Source: an optimization exercise on an open RTL-to-GDS flow (aim: small area, a short achievable clock period and few clock cycles per item). Production flows keep margins and buffers that such runs may drop. Only simulation tests tie the RTL to the original design; equivalence was not proved.

## build 28
==> flow/design.v (excerpt) <==
module ntt_core (
    input  logic        clk,
    input  logic        reset,
    input  logic        load_w,
    input  logic        load_data,
    input  logic        start,
    input  logic [13:0] din,
    output logic        done,
    output logic [13:0] dout
);
Size: roughly 720 flip-flops, about 34 I/O pins.
export LEC_CHECK = 0
export ABC_AREA = 1
export CAP_MARGIN = 20
export CORE_MARGIN = 2
export CORE_UTILIZATION = 40
export CTS_BUF_LIST = sky130_fd_sc_hd__clkbuf_8
export SETUP_SLACK_MARGIN = 3.5
export SLEW_MARGIN = 20
create_clock -name core_clock -period 7.0 [get_ports {clk}]
run.sh (not shown) runs the stock make flow with config.mk's settings and CLKGATE_MAP_FILE= SYNTH_SCRIPT=/design/flow/synth_recipe.tcl, a recipe that flattens the netlist after the stock synthesis.
Build 28 ended with every stage complete and zero timing, DRC or antenna violations.
Testbench counts of build 28, summed over its fixed seeds: cycles 7,952, transforms 192.
Changes in build 64 relative to build 28:
- CORE_UTILIZATION changed from 40 to 60
- SETUP_SLACK_MARGIN changed from 3.5 to 3.25
## What came out
- The final layouts of build 28 and build 64 pass the timing, design-rule and antenna checks.
- As far as proportion of synthesized area in mux cells goes, build 64 and build 28 are indistinguishable; the numbers are identical.
- Per the comparison of build 64 with build 28, first-pass GRT wire length went down, via count of the first global-routing pass went down.
diff inputs: build 64 => build 74
- a change of CORE_UTILIZATION from 60 to 40
- a change of SETUP_SLACK_MARGIN from 3.25 to 3.0
Row sequential share of layout area: build 74 higher / build 64 lower
Going from build 64 to build 74, final standard cell count with taps included and fillers excluded grew by a few percent.
When build 74 is set beside build 64, its worst slack at placement turns out to be 0.11 ns larger.
Critical path depth on build 74 is down relative to build 64.
Build 74 vs. build 64: wire length went down.
[build 74] initial antenna violation count fell 2 relative to build 64
Relative to build 64, setup slack has decreased by 0.14 ns in build 74.
Input changes introduced in build 39 (baseline for comparison: build 74):
- PLACE_DENSITY newly set to 0.8
- SETUP_SLACK_MARGIN changed from 3.0 to 3.25
--- outcome ---
- Build 74: all stages complete, timing, DRC and antenna checks passed
- Build 39: all stages complete, timing, DRC and antenna checks passed
- Build 39 vs. build 74: cell area higher, clock transition at the registers of the reported paths roughly the same, global-route total usage across every layer lower, critical-path maximum fanout lower.
- Looking at sequential share of cell area, build 39 sits 0.68 points below build 74.
- Build 39 vs build 74, clock tree skew after final layout went down by 0.019 ns.

========
run A:
ntt_core, a different RTL version from the one above (not shown whole).
Size: about 3500 cells after synthesis, roughly 700 flip-flops, ~0.037 mm^2 of cells after synthesis.
==> flow/config.mk <==
export PLATFORM = sky130hd
export DESIGN_NAME = ntt_core
export DESIGN_NICKNAME = ntt_core
export VERILOG_FILES = /design/flow/design.v
export SDC_FILE = /design/flow/constraint.sdc
export NUM_CORES = 4
export LEC_CHECK = 0
export CAP_MARGIN = 20
export CORE_MARGIN = 2
export CORE_UTILIZATION = 55
export CTS_BUF_LIST = sky130_fd_sc_hd__clkbuf_8
export SETUP_SLACK_MARGIN = 3.0
export SLEW_MARGIN = 20
==> flow/constraint.sdc <==
create_clock -name core_clock -period 7.0 [get_ports {clk}]
set_input_delay 1.4000 -clock core_clock [delete_from_list [all_inputs] [get_ports {clk}]]
set_output_delay 1.4000 -clock core_clock [all_outputs]
set_load 0.01 [all_outputs]
Run A closes out successfully: all stages finished, all timing, DRC and antenna checks passed.
Testbench counts of run A, summed over its fixed seeds: cycles 7,952, transforms 192.
Input changes introduced in run B (baseline for comparison: run A):
Settings: SETUP_SLACK_MARGIN changed from 3.0 to 4.0; CORE_UTILIZATION changed from 55 to 40.
Results
Post-route fraction of the period consumed by the critical path (run B over run A): decrease, 0.38 points
Die area for run B: 0.025 mm^2 up relative to run A
The highest clock rate number comes out lower for run A vs run B.
Relative to run A, global-route total usage across every layer decreased by 8.4 points in run B.
In run B, the post-placement cell area came out 2.6% above the value in run A.
--- input diff run B..run C ---
Settings: an added CTS_CLUSTER_DIAMETER of 50; an added CTS_CLUSTER_SIZE of 20; a change of SETUP_SLACK_MARGIN from 4.0 to 3.0.
==> run notes <==
- Looking only at total wire length, and setting everything else aside, the lower value of run C and run B goes to run C.
- Compared with run B, run C shows a higher final period demand of the worst path.
- When the final numbers for run C and run B were put side by side, the post-synthesis to final-layout area growth turned out to be greater in run B.
- Run C vs run B, share of layout cells above drive strength 1 went down by 9.5 points.
- The final worst-path setup slack reported for run C is smaller than that of run B by 130 ps.
Relative to run C, the following input files were edited for run D:
Settings: a deleted CTS_CLUSTER_SIZE that had been 20; a deleted CTS_CLUSTER_DIAMETER that had been 50.
Relative to run C, number of gates resized after cts has decreased by 33 in run D.
Per the comparison of run D with run C, count of vias placed by the detailed router +0.71%; layout overhead on the synthesized area increased 0.46 points; measured slew at the worst slew-check pin went up 100 ps.
The core of run D is more densely filled than that of run C.
Wire length reported by the detailed router: run C vs run D — no meaningful difference

========
ntt_core with an RTL version that a note above also has.
Size: about 39,000 um^2 of cells after synthesis.
// ntt_core
module ntt_core (
    input  logic        clk,
    input  logic        reset,
    input  logic        load_w,
    input  logic        load_data,
    input  logic        start,
    input  logic [13:0] din,
    output logic        done,
    output logic [13:0] dout
);
clock: 7.0 ns
lec_check: 0
abc_area: 1
cap_margin: 20
core_margin: 2
core_utilization: 40
cts_buf_list: sky130_fd_sc_hd__clkbuf_8
setup_slack_margin: 2.0
slew_margin: 20
Testbench counts at the start, summed over its fixed seeds: cycles 7,952, transforms 192.
Edit:
SETUP_SLACK_MARGIN = 4.0   (was 2.0)
Result: Clock skew hardly moves; wire length climbs by 13%; first-iteration DRC count came out higher by 16%; final cell count is higher by 5.4%; synthesized cell count stays the same.
Edit:
SETUP_SLACK_MARGIN = 3.25   (was 4.0)
Fmax drops slightly.
Utilization drops by 6.2 points.
Critical path depth climbs by 1.
Count of clock-buffer cells in the layout climbs by 9.
Synthesized cell count stays the same.
Die area stays the same.
Final area drops by roughly a tenth.

========
red:
Starting RTL as in the previous note.
make LEC_CHECK=0 ABC_AREA=1 CAP_MARGIN=20 CORE_MARGIN=2 CORE_UTILIZATION=40 CTS_BUF_LIST=sky130_fd_sc_hd__clkbuf_8 SETUP_SLACK_MARGIN=2.5 SLEW_MARGIN=20 finish   # period 7.0 ns
Testbench counts of red, summed over its fixed seeds: cycles 7,952, transforms 192.
The inputs of blue differ from those of red as listed below.
Settings: changing SETUP_SLACK_MARGIN from 2.5 to 3.25; changing CTS_BUF_LIST from sky130_fd_sc_hd__clkbuf_8 to sky130_fd_sc_hd__clkbuf_4 sky130_fd_sc_hd__clkbuf_8.
Findings:
Relative to red, global-route total usage across every layer has increased by 0.70 points in blue. Min total wirelength of the detailed-routed design across red and blue: red. Summary of blue over red: met1 track demand over resource in global routing rose 0.44 points, maximum number of pins on one net before global-route repair about even, DRC marker count from the first detailed-route iteration rose 138. Density: blue denser than red. red leaves less setup margin than blue.

==> port drivers added, routing unchanged <==
The flow's constraints put no driver on any port. The routed layouts listed below were extracted and timed again, unchanged, in two steps. Step 1 sets driving cells, clkbuf_16 on the clock port and buf_2 on the other inputs (assumed; they add their load-dependent delay and slew). Step 2, shift: input delay + t, output delay - t, t = (earliest + latest rising clock arrival at the registers) / 2. This alone moves slack from input paths to output paths. Slacks: ideal ports / drivers / drivers and shift; pairs: ideal ports / drivers.
| run | t, ns | setup slack, ns | hold WS [ns] | worst setup path at the end | worst data-port slew with drivers (ns) |
|---|---|---|---|---|---|
| build 28 | 0.777 | 3.533 / 3.533 / 2.940 | 0.275 / 0.275 / 0.275 | input to register | 0.05 |
| build 64 | 0.811 | 3.300 / 3.300 / 2.738 | 0.283 / 0.283 / 0.283 | input to register | 0.10 |
| build 74 | 0.803 | 3.162 / 3.162 / 2.971 | 0.297 / 0.297 / 0.297 | input to register | 0.04 |
| build 39 | 0.771 | 3.282 / 3.282 / 3.163 | 0.293 / 0.293 / 0.293 | input to register | 0.05 |
| run A | 0.800 | 2.596 / 2.596 / 2.596 | 0.319 / 0.319 / 0.319 | register to register | 0.12 |
| run B | 0.798 | 2.622 / 2.622 / 2.622 | 0.304 / 0.304 / 0.304 | register to register | 0.10 |
| run C | 0.746 | 2.490 / 2.490 / 2.490 | 0.318 / 0.318 / 0.318 | register to register | 0.10 |
| run D | 0.788 | 2.538 / 2.538 / 2.538 | 0.315 / 0.315 / 0.315 | register to register | 0.11 |
| the first run of note 3 | 0.804 | 2.356 / 2.356 / 2.356 | 0.294 / 0.294 / 0.294 | register to register | 0.04 |
| the second run of note 3 | 0.802 | 3.390 / 3.390 / 3.353 | 0.291 / 0.291 / 0.291 | input to register | 0.04 |
| the third run of note 3 | 0.823 | 3.362 / 3.362 / 2.816 | 0.278 / 0.278 / 0.278 | input to register | 0.04 |
| red | 0.806 | 2.793 / 2.793 / 2.793 | 0.293 / 0.293 / 0.293 | register to register | 0.04 |
| blue | 0.822 | 3.324 / 3.324 / 2.802 | 0.279 / 0.279 / 0.279 | input to register | 0.04 |
After both steps every run listed still meets setup and hold. For build 28, which loses most, drivers alone change the setup slack by 0.000 ns; drivers and shift together by -0.593 ns.
